This is an optimization exercise on Yosys and OpenROAD, whose aim is small area, a short achievable clock period and few clock cycles per item, not a production implementation. Where RTL was checked, it was by simulation tests only, not by an equivalence proof against the original.

Design ntt_core, start of the top module:
module ntt_core (
    input  logic        clk,
    input  logic        reset,
    input  logic        load_w,
    input  logic        load_data,
    input  logic        start,
    input  logic [13:0] din,
    output logic        done,
    output logic [13:0] dout
);
Settings: LEC_CHECK=0, CAP_MARGIN=20, CORE_MARGIN=2, CORE_UTILIZATION=40, SETUP_SLACK_MARGIN=3.0, SLEW_MARGIN=20; clock period 7.0 ns.
run.sh (not shown) runs the stock make flow with config.mk's settings and CLKGATE_MAP_FILE= SYNTH_SCRIPT=/design/flow/synth_recipe.tcl, a recipe that flattens the netlist after the stock synthesis.
The baseline ran to the end with no violations.
Then changed:
SETUP_SLACK_MARGIN = unset   (was 3.0)
Wire length increases by 0.56%.
Worst hold slack gets worse by 17 ps.
Global-route usage hardly moves.
Clock-buffer cell count increases by 7.
Non-clock buffer count decreases by 114.
Synthesized area is unchanged.
Function was not checked in any run of this note: the RTL went through the layout flow alone.


Setup of lane 1:
ntt_core, a different RTL version from the one above (not shown whole).
Size in the first run: ~3500 cells after synthesis, roughly 34 I/O pins.
Design ntt_core, start of the top module:
module ntt_core (
    input  logic        clk,
    input  logic        reset,
    input  logic        load_w,
    input  logic        load_data,
    input  logic        start,
    input  logic [13:0] din,
    output logic        done,
    output logic [13:0] dout
);
clock: 7.0 ns
lec_check: 0
cap_margin: 20
core_margin: 2
core_utilization: 40
cts_buf_list: sky130_fd_sc_hd__clkbuf_8
cts_cluster_diameter: 50
cts_cluster_size: 20
setup_slack_margin: 3.0
slew_margin: 20
Lane 1: PASS, flow complete, no timing, DRC or antenna violations
Testbench counts of lane 1, summed over its fixed seeds: cycles 7,952, transforms 192.
Edits applied to the flow inputs when going from lane 1 to lane 2:
Settings: CTS_CLUSTER_SIZE removed (was 20); CTS_CLUSTER_DIAMETER removed (was 50); CORE_UTILIZATION changed from 40 to 55.
## What came out
Global router's overall resource usage: lane 2 and lane 1 compared, higher one is lane 2. From lane 1 to lane 2 the numbers moved as follows: area occupied by registers level; final critical-path setup slack now sits higher; global-route wire length before repair has increased. Changes observed in lane 2 relative to lane 1: wire length reported by the detailed router grew by about 8%; final area went up 1.5%.
Input-level comparison between lane 3 and lane 2:
Settings: changing CORE_UTILIZATION from 55 to 40; changing SETUP_SLACK_MARGIN from 3.0 to 2.0.
Notes after the runs:
- In lane 3, the worst slew margin relative to its limit came out 7.5 points above the value in lane 2.
- Re worst hold slack: lane 3 is 0.019 ns down on lane 2.
- Compared lane 2 against lane 3; required time of the worst setup path within noise.
- Compare lane 2 and lane 3 | clock period minus worst slack lower: lane 2
- For lane 2, the top metal layer carrying routed signals was met5, unlike lane 3, where it was met4.
- Maximum cell stage delay along the critical path delta for lane 3 relative to lane 2: 0.15 ns higher
Relative to lane 3, the following input files were edited for lane 4:
Settings: SETUP_SLACK_MARGIN: 2.0 -> 4.0.
==> comparison <==
Across both runs, met2 routing resource usage after global routing was higher for lane 4 than for lane 3. Max area after detailed placement across lane 4 and lane 3: lane 4. On number of global-route vias before repair: between lane 4 and lane 3, it ends up higher for lane 4. Reported for lane 4 and lane 3, core box area turned out identical to the last digit. Reported for lane 4 and lane 3, number of flops mapped to enable cells by yosys turned out identical to the last digit.


ntt_core, a different RTL version from the one above (not shown whole).
Size in the first run: ~720 flip-flops, roughly 34 I/O pins.
make LEC_CHECK=0 ABC_AREA=1 CAP_MARGIN=20 CORE_MARGIN=2 CORE_UTILIZATION=40 CTS_BUF_LIST=sky130_fd_sc_hd__clkbuf_8 SETUP_SLACK_MARGIN=3.5 SLEW_MARGIN=20 finish   # period 7.0 ns
The first run went through all stages and came out clean.
Testbench counts at the start, summed over its fixed seeds: cycles 7,952, transforms 192.
Next try:
Settings changed: SETUP_SLACK_MARGIN 3.5 to 4.0.
Synthesized area is unchanged.
Count of clock-buffer cells in the layout fell by 8.
Core utilization rose by 3.5 points.
Sequential share of layout area fell by 2.1 points.
Next try:
Settings changed: SETUP_SLACK_MARGIN 4.0 to 2.5.
The new run completed without violations; area after synthesis does not change; sequential cell count does not change; synthesized cell count stays the same.
Next try:
Settings changed: CORE_UTILIZATION 40 to 60, SETUP_SLACK_MARGIN 2.5 to 3.25.
Outcome:
- core utilization rose by 25 points
- setup slack improved by 510 ps
- non-clock buffer count rose by 92
- register-to-register slack improved by 510 ps
Next try:
Settings changed: CORE_UTILIZATION 60 to 40, SETUP_SLACK_MARGIN 3.25 to 2.0.
After rerunning: Die area went up by well over a third. Final cell count climbs by a few percent. Cell area goes down by a few percent. Worst setup slack is worse by 940 ps. Utilization went down by 25 points. Routed wire length went down by a few percent. Count of clock-buffer cells in the layout went up by 7. Fmax drops by about a fifth.


== run 1 ==
Starting RTL as in the previous note.
make LEC_CHECK=0 ABC_AREA=1 CAP_MARGIN=20 CORE_MARGIN=2 CORE_UTILIZATION=40 CTS_BUF_LIST=sky130_fd_sc_hd__clkbuf_8 PLACE_DENSITY=0.8 SETUP_SLACK_MARGIN=3.25 SLEW_MARGIN=20 finish   # period 7.0 ns
Testbench counts of run 1, summed over its fixed seeds: cycles 7,952, transforms 192.
Changes in run 2 relative to run 1:
# run 1
export LEC_CHECK = 0
export ABC_AREA = 1
export CAP_MARGIN = 20
export CORE_MARGIN = 2
export CORE_UTILIZATION = 40
export CTS_BUF_LIST = sky130_fd_sc_hd__clkbuf_8
export PLACE_DENSITY = 0.8
export SETUP_SLACK_MARGIN = 3.25
export SLEW_MARGIN = 20
create_clock -name core_clock -period 7.0 [get_ports {clk}]
# run 2
export LEC_CHECK = 0
export ABC_AREA = 1
export CAP_MARGIN = 20
export CORE_MARGIN = 2
export CORE_UTILIZATION = 40
export CTS_BUF_LIST = sky130_fd_sc_hd__clkbuf_4 sky130_fd_sc_hd__clkbuf_8
export SETUP_SLACK_MARGIN = 3.25
export SLEW_MARGIN = 20
create_clock -name core_clock -period 7.0 [get_ports {clk}]
--- outcome ---
- Run 2 -> run 1: layout buffering overhead excluding clock cells flat
- Looking at run 1 and run 2, the number of signal-net inverters in the final layout is a wash.
- In the tables for run 1 and run 2, signed area change from the synthesized netlist to the final layout reads higher with run 2.
- Run 2 against run 1: post-layout instance area has increased.
[inputs] run 3 vs run 2
# run 2
export LEC_CHECK = 0
export ABC_AREA = 1
export CAP_MARGIN = 20
export CORE_MARGIN = 2
export CORE_UTILIZATION = 40
export CTS_BUF_LIST = sky130_fd_sc_hd__clkbuf_4 sky130_fd_sc_hd__clkbuf_8
export SETUP_SLACK_MARGIN = 3.25
export SLEW_MARGIN = 20
create_clock -name core_clock -period 7.0 [get_ports {clk}]
# run 3
export LEC_CHECK = 0
export ABC_AREA = 1
export CAP_MARGIN = 20
export CORE_MARGIN = 2
export CORE_UTILIZATION = 40
export CTS_BUF_LIST = sky130_fd_sc_hd__clkbuf_8
export SETUP_SLACK_MARGIN = 3.0
export SLEW_MARGIN = 20
create_clock -name core_clock -period 7.0 [get_ports {clk}]
==> run summary <==
- On final standard cell area without fillers, run 3 does better than run 2.
- Delta (run 3 minus run 2): final critical delay including setup and external delays now larger; via count of the first global-routing pass down 513; maximum root-to-sink buffer count held steady.
- Max-slew headroom at the worst pin: higher on run 3
- Looking at highest cell delay on the worst timing path, run 3 sits 0.53 ns higher than run 2 does.
- Going from run 2 to run 3, routed wire length shrinks by about 3.4%.
- Comparing total CTS buffers for run 2 and run 3, the bigger number came from run 2.
- Worst hold slack across all endpoints: run 3 vs run 2 up 0.018 ns
Relative to run 3, the following input files were edited for run 4:
# run 3
export LEC_CHECK = 0
export ABC_AREA = 1
export CAP_MARGIN = 20
export CORE_MARGIN = 2
export CORE_UTILIZATION = 40
export CTS_BUF_LIST = sky130_fd_sc_hd__clkbuf_8
export SETUP_SLACK_MARGIN = 3.0
export SLEW_MARGIN = 20
create_clock -name core_clock -period 7.0 [get_ports {clk}]
# run 4
export LEC_CHECK = 0
export ABC_AREA = 1
export CAP_MARGIN = 20
export CORE_MARGIN = 2
export CORE_UTILIZATION = 40
export CTS_BUF_LIST = sky130_fd_sc_hd__clkbuf_8
export SETUP_SLACK_MARGIN = 3.25
export SLEW_MARGIN = 20
create_clock -name core_clock -period 7.0 [get_ports {clk}]
Findings:
Compared to run 3, run 4 leaves less free space in the core. Final critical-path setup slack delta (run 4 − run 3): favourable. Cell area | run 4 vs run 3 | run 4 larger.


ntt_core, a different RTL version from the one above (not shown whole).
Size in the first run: about 690 flip-flops, roughly 34 I/O pins, about 37,000 um^2 of cells after synthesis.
// ntt_core
module ntt_core (
    input  logic        clk,
    input  logic        reset,
    input  logic        load_w,
    input  logic        load_data,
    input  logic        start,
    input  logic [13:0] din,
    output logic        done,
    output logic [13:0] dout
);
Settings: LEC_CHECK=0, CAP_MARGIN=20, CORE_MARGIN=2, CORE_UTILIZATION=40, SETUP_SLACK_MARGIN=3.0, SLEW_MARGIN=20; clock period 7.0 ns.
==> next run, changes <==
- CTS_BUF_LIST: unset -> sky130_fd_sc_hd__clkbuf_8
Clock skew rose by 0.011 ns.
Cell area fell by 0.33%.
Sequential share of layout area rose by 0.11 points.
Global-route usage rose by 0.30 points.
Worst setup slack improved by 0.10 ns.
Flip-flop and latch count is unchanged.
Hold slack got worse by 0.0091 ns.
Non-clock buffer count rose by 3.
Die area stays the same.
Function was not checked in any run of this note: the RTL went through the layout flow alone.

## what the ideal ports hide
The flow's constraints put no driver on any port. The routed layouts listed below were extracted and timed again, unchanged, in two steps.
Step 1 (the two cells are an assumption about what drives the block):
set clk [get_ports {clk}]
set_driving_cell -lib_cell sky130_fd_sc_hd__clkbuf_16 $clk
set_driving_cell -lib_cell sky130_fd_sc_hd__buf_2 [delete_from_list [all_inputs] $clk]
Step 2 moves the port delays by t, midway between the first and last clock arrival at a register: inputs arrive t later, outputs are due t later. That takes back most of the time a late clock gives input paths.
a / b / c = no drivers / after step 1 / after step 2; a / b = the first two.
run | t, ns | slack for setup (ns) | hold slack, ns | clock arrival spread, ns | worst register clock-pin slew, ns
the first run of note 1 | 0.698 | 1.787 / 1.787 / 1.787 | 0.315 / 0.315 / 0.315 | 0.033 / 0.032 | 0.07 / 0.07
the second run of note 1 | 0.679 | 1.133 / 1.133 / 1.133 | 0.298 / 0.298 / 0.298 | 0.058 / 0.057 | 0.07 / 0.07
lane 1 | 0.746 | 2.490 / 2.490 / 2.490 | 0.318 / 0.318 / 0.318 | 0.067 / 0.068 | 0.11 / 0.11
lane 2 | 0.800 | 2.596 / 2.596 / 2.596 | 0.319 / 0.319 / 0.319 | 0.044 / 0.044 | 0.07 / 0.07
lane 3 | 0.784 | 2.203 / 2.203 / 2.203 | 0.299 / 0.299 / 0.299 | 0.041 / 0.042 | 0.07 / 0.07
lane 4 | 0.798 | 2.622 / 2.622 / 2.622 | 0.304 / 0.304 / 0.304 | 0.074 / 0.074 | 0.08 / 0.08
the first run of note 3 | 0.777 | 3.533 / 3.533 / 2.940 | 0.275 / 0.275 / 0.275 | 0.069 / 0.070 | 0.09 / 0.09
the second run of note 3 | 0.802 | 3.390 / 3.390 / 3.353 | 0.291 / 0.291 / 0.291 | 0.065 / 0.064 | 0.07 / 0.07
the third run of note 3 | 0.806 | 2.793 / 2.793 / 2.793 | 0.293 / 0.293 / 0.293 | 0.066 / 0.067 | 0.07 / 0.07
the fourth run of note 3 | 0.811 | 3.300 / 3.300 / 2.738 | 0.283 / 0.283 / 0.283 | 0.087 / 0.087 | 0.08 / 0.08
the fifth run of note 3 | 0.804 | 2.356 / 2.356 / 2.356 | 0.294 / 0.294 / 0.294 | 0.066 / 0.065 | 0.07 / 0.07
run 1 | 0.771 | 3.282 / 3.282 / 3.163 | 0.293 / 0.293 / 0.293 | 0.044 / 0.044 | 0.08 / 0.08
run 2 | 0.822 | 3.324 / 3.324 / 2.802 | 0.279 / 0.279 / 0.279 | 0.067 / 0.068 | 0.07 / 0.07
run 3 | 0.803 | 3.162 / 3.162 / 2.971 | 0.297 / 0.297 / 0.297 | 0.061 / 0.061 | 0.07 / 0.07
run 4 | 0.823 | 3.362 / 3.362 / 2.816 | 0.278 / 0.278 / 0.278 | 0.066 / 0.065 | 0.07 / 0.07
the first run of note 5 | 0.676 | 2.114 / 2.114 / 2.114 | 0.293 / 0.293 / 0.293 | 0.058 / 0.058 | 0.06 / 0.06
the second run of note 5 | 0.778 | 2.217 / 2.217 / 2.217 | 0.284 / 0.284 / 0.284 | 0.072 / 0.072 | 0.07 / 0.07
After both steps every run listed still meets setup and hold. For the first run of note 3, which loses most, drivers alone change the setup slack by 0.000 ns; drivers and shift together by -0.593 ns.
